This design comes from an exercise in tuning for small area on the open sky130 flow, not from production work. RTL that was checked went through simulation tests only; none was proved equivalent to the original. No activity file was given, so power comes from the tool's default toggle rates.

==> flow/design.v (excerpt) <==
module cluster_centroid_n #(
  parameter int IMG_WIDTH    = 640,
  parameter int IMG_HEIGHT   = 480,
  parameter int NUM_CLUSTERS = 3,
  parameter int COLOR_W      = 12,
  parameter int DIST_THRESH  = 64,
  parameter int MIN_COUNT    = 4,
  localparam int XW = $clog2(IMG_WIDTH),
  localparam int YW = $clog2(IMG_HEIGHT),
  localparam int IW = (NUM_CLUSTERS > 1) ? $clog2(NUM_CLUSTERS) : 1
) (
  input  logic                         clk,
  input  logic                         rst,
  input  logic signed [COLOR_W-1:0]    pixel_r,
  input  logic signed [COLOR_W-1:0]    pixel_g,
  input  logic signed [COLOR_W-1:0]    pixel_b,
  input  logic                         pixel_valid,
  input  logic [XW-1:0]                x,
  input  logic [YW-1:0]                y,
  input  logic                         ref_wr_en,
  input  logic [IW-1:0]                ref_wr_idx,
  input  logic signed [COLOR_W-1:0]    ref_wr_r,
  input  logic signed [COLOR_W-1:0]    ref_wr_g,
  input  logic signed [COLOR_W-1:0]    ref_wr_b,
  output logic [NUM_CLUSTERS*XW-1:0]   centroid_x,
  output logic [NUM_CLUSTERS*YW-1:0]   centroid_y,
  output logic [NUM_CLUSTERS-1:0]      found,
  output logic                         frame_done,
  output logic                         busy,
  output logic                         overrun
);
  localparam int CW    = $clog2(IMG_WIDTH * IMG_HEIGHT + 1);
  localparam int SUM_W = $clog2(IMG_WIDTH * IMG_WIDTH * IMG_HEIGHT);
  localparam int SW    = $clog2(2 * NUM_CLUSTERS + 1);
  localparam int BW    = $clog2(SUM_W);
  localparam int NDIV  = 2 * NUM_CLUSTERS;
  localparam int CH_W  = NDIV * SUM_W;            
  localparam logic [SW-1:0] LOAD_SEL = SW'(NDIV);
  localparam logic [BW-1:0] LAST_BIT = BW'(SUM_W - 1);
  localparam int DSPLIT = CW - 7;                   
  function automatic logic [7:0] chan_dist(
    input logic [COLOR_W-1:0] a,
    input logic [COLOR_W-1:0] b
  );
    logic [6:0] u;
    logic [5:0] xu;
    logic c, cx, x0, x1, xm1, hz, hm;
    c = 1'b0;
    for (int i = 0; i < 7; i++) begin
      logic ai;
      ai = ~a[i];
      u[i] = ai ^ b[i] ^ c;
      c = (ai & b[i]) | (ai & c) | (b[i] & c);
    end
    cx = 1'b0;
    for (int i = 0; i < 6; i++) begin
      logic ai, bi;
      ai = ~a[i > 4 ? COLOR_W-1 : 7 + i];
  ...
Size: about 2900 cells after synthesis, about 160 I/O pins.
export LEC_CHECK = 0
export CAP_MARGIN = 20
export CORE_MARGIN = 2
export CORE_UTILIZATION = 70
export CTS_CLUSTER_DIAMETER = 90
export CTS_CLUSTER_SIZE = 26
export GPL_TIMING_DRIVEN = 0
export SLEW_MARGIN = 20
create_clock -name core_clock -period 8.0 [get_ports {clk}]
standard.sh (not shown) runs the stock make flow with config.mk's settings and CLKGATE_MAP_FILE= SYNTH_SCRIPT=/design/flow/synth_recipe.tcl, a recipe that flattens the netlist after the stock synthesis.
==> flow/flow/run.sh <==
#!/bin/bash
# The standard synthesis; then two rewrites of the gate netlist that keep
# its function and its registers: each 2:1 multiplexer cell becomes the
# smaller AND-OR cell of the same function (muxopt.py), and each full adder is
# set in the polarity that needs the fewest inverters (polopt.py); then the standard flow's
# standard layout, with the smallest buffer on the ports and power recovery
# (downsizing gates off the critical paths) after global routing.
# Every tool writes its full output to a log file in this folder.
set -euo pipefail
export BUFFER_PORTS_ARGS="-buffer_cell sky130_fd_sc_hd__buf_1"
export RECOVER_POWER=100
R="$PWD/orfs/results/${FLOW_PLATFORM}/cluster_centroid_n/base"
bash standard.sh "$R/1_2_yosys.v" > flow_synth.log 2>&1
cp "$R/1_2_yosys.v" "$R/1_2_yosys.std.v"
python3 flow/muxopt.py "$R/1_2_yosys.std.v" "$R/1_2_yosys.mux.v" > flow_muxopt.log 2>&1
python3 flow/polopt.py "$R/1_2_yosys.mux.v" "$R/1_2_yosys.pol.v" > flow_polopt.log 2>&1
mv "$R/1_2_yosys.pol.v" "$R/1_2_yosys.v"
bash standard.sh > flow_make.log 2>&1
Other scripts of this flow, unchanged in this note and not shown: flow/flow/muxopt.py, flow/flow/polopt.py
The baseline completed, yet does not pass: capacitance limit, slew limit.
==> next run, changes <==
--- a/flow/design.v
+++ b/flow/design.v
@@ -29,23 +29,22 @@
   output logic                         busy,
   output logic                         overrun
 );
   localparam int CW    = $clog2(IMG_WIDTH * IMG_HEIGHT + 1);
   localparam int SUM_W = $clog2(IMG_WIDTH * IMG_WIDTH * IMG_HEIGHT);
   localparam int SW    = $clog2(2 * NUM_CLUSTERS + 1);
   localparam int BW    = $clog2(SUM_W);
   localparam int NDIV  = 2 * NUM_CLUSTERS;
   localparam int CH_W  = NDIV * SUM_W;            
   localparam logic [SW-1:0] LOAD_SEL = SW'(NDIV);
   localparam logic [BW-1:0] LAST_BIT = BW'(SUM_W - 1);
-  localparam int DSPLIT = CW - 7;                   
   function automatic logic [7:0] chan_dist(
     input logic [COLOR_W-1:0] a,
     input logic [COLOR_W-1:0] b
   );
     logic [6:0] u;
     logic [5:0] xu;
     logic c, cx, x0, x1, xm1, hz, hm;
     c = 1'b0;
     for (int i = 0; i < 7; i++) begin
       logic ai;
       ai = ~a[i];
@@ -207,37 +206,37 @@
       w_ch_load[CH_W - (2*k+1)*SUM_W +: SUM_W] = w_fin_sx[k];
       w_ch_load[CH_W - (2*k+2)*SUM_W +: SUM_W] = w_fin_sy[k];
     end
   end
   always_comb begin
     logic [CW:0] nd, diff, d0, d1;
     logic c, c0, c1;
     w_divisor = r_cnt[r_sel[SW-1] ? NUM_CLUSTERS-1 : int'(r_sel[SW-2])];
     w_rem_sh  = {r_rem, r_ch[CH_W]};
     nd = ~{1'b0, w_divisor};
     c  = 1'b1;
-    for (int i = 0; i < DSPLIT; i++) begin
+    for (int i = 0; i < CW/2; i++) begin
       diff[i] = w_rem_sh[i] ^ nd[i] ^ c;
       c = (w_rem_sh[i] & nd[i]) | (w_rem_sh[i] & c) | (nd[i] & c);
     end
     c0 = 1'b0;
     c1 = 1'b1;
-    for (int i = DSPLIT; i <= CW; i++) begin
+    for (int i = CW/2; i <= CW; i++) begin
       d0[i] = w_rem_sh[i] ^ nd[i] ^ c0;
       c0 = (w_rem_sh[i] & nd[i]) | (w_rem_sh[i] & c0) | (nd[i] & c0);
       d1[i] = w_rem_sh[i] ^ nd[i] ^ c1;
       c1 = (w_rem_sh[i] & nd[i]) | (w_rem_sh[i] & c1) | (nd[i] & c1);
     end
-    for (int i = DSPLIT; i <= CW; i++) diff[i] = c ? d1[i] : d0[i];
-    d0[DSPLIT-1:0] = '0;
-    d1[DSPLIT-1:0] = '0;
+    for (int i = CW/2; i <= CW; i++) diff[i] = c ? d1[i] : d0[i];
+    d0[CW/2-1:0] = '0;
+    d1[CW/2-1:0] = '0;
     w_ge     = c ? c1 : c0;
     w_rem_nx = w_ge ? diff[CW-1:0] : w_rem_sh[CW-1:0];
   end
   always_ff @(posedge clk) begin
     r_ch[CH_W] <= r_ch[CH_W-1];
     if (w_snap) r_ch[CH_W-1:0] <= w_ch_load;
     else        r_ch[CH_W-1:0] <= {r_ch[CH_W-2:0], w_ge};
     r_rem <= (!w_div || w_last) ? '0 : w_rem_nx;
   end
   always_ff @(posedge clk) begin
     if (rst) begin
Result:
- This time the run went through all stages and came out clean
- area after synthesis increases slightly
- cell count barely changes
- critical path depth fell by 1
- total power went down by a few percent
- hold slack improved by 0.046 ns
- clock-buffer cell count is higher by 1
- die area goes up slightly
- non-clock buffer count goes down by 2
- via count rose slightly
- wire length went down slightly
- worst setup slack loses 0.010 ns
- clock power shrinks by a few percent
- register-to-register slack improves by 0.12 ns
Only the layout flow was run in the first run of this note; the RTL was not checked for function there.

## afterwards: timing with drivers on the ports
Ports are ideal in the flow. The routed layouts listed here were re-timed in OpenROAD. Step 1 assumes that a clkbuf_16 drives the clock port and a buf_2 every other input. Step 2, shift: input delay + t, output delay - t, t = (earliest + latest rising clock arrival at the registers) / 2. This alone moves slack from input paths to output paths. Slacks: ideal ports / drivers / drivers and shift; pairs: ideal ports / drivers.
run	shift t [ns]	setup WS [ns]	worst register clock-pin slew, ns
the first run	0.680	0.265 / 0.278 / -0.387	0.11 / 0.11
the second run	0.689	0.255 / 0.285 / -0.403	0.11 / 0.11
The setup slack of the second run, which loses most, moves by +0.030 ns with the drivers and by -0.658 ns with both steps.
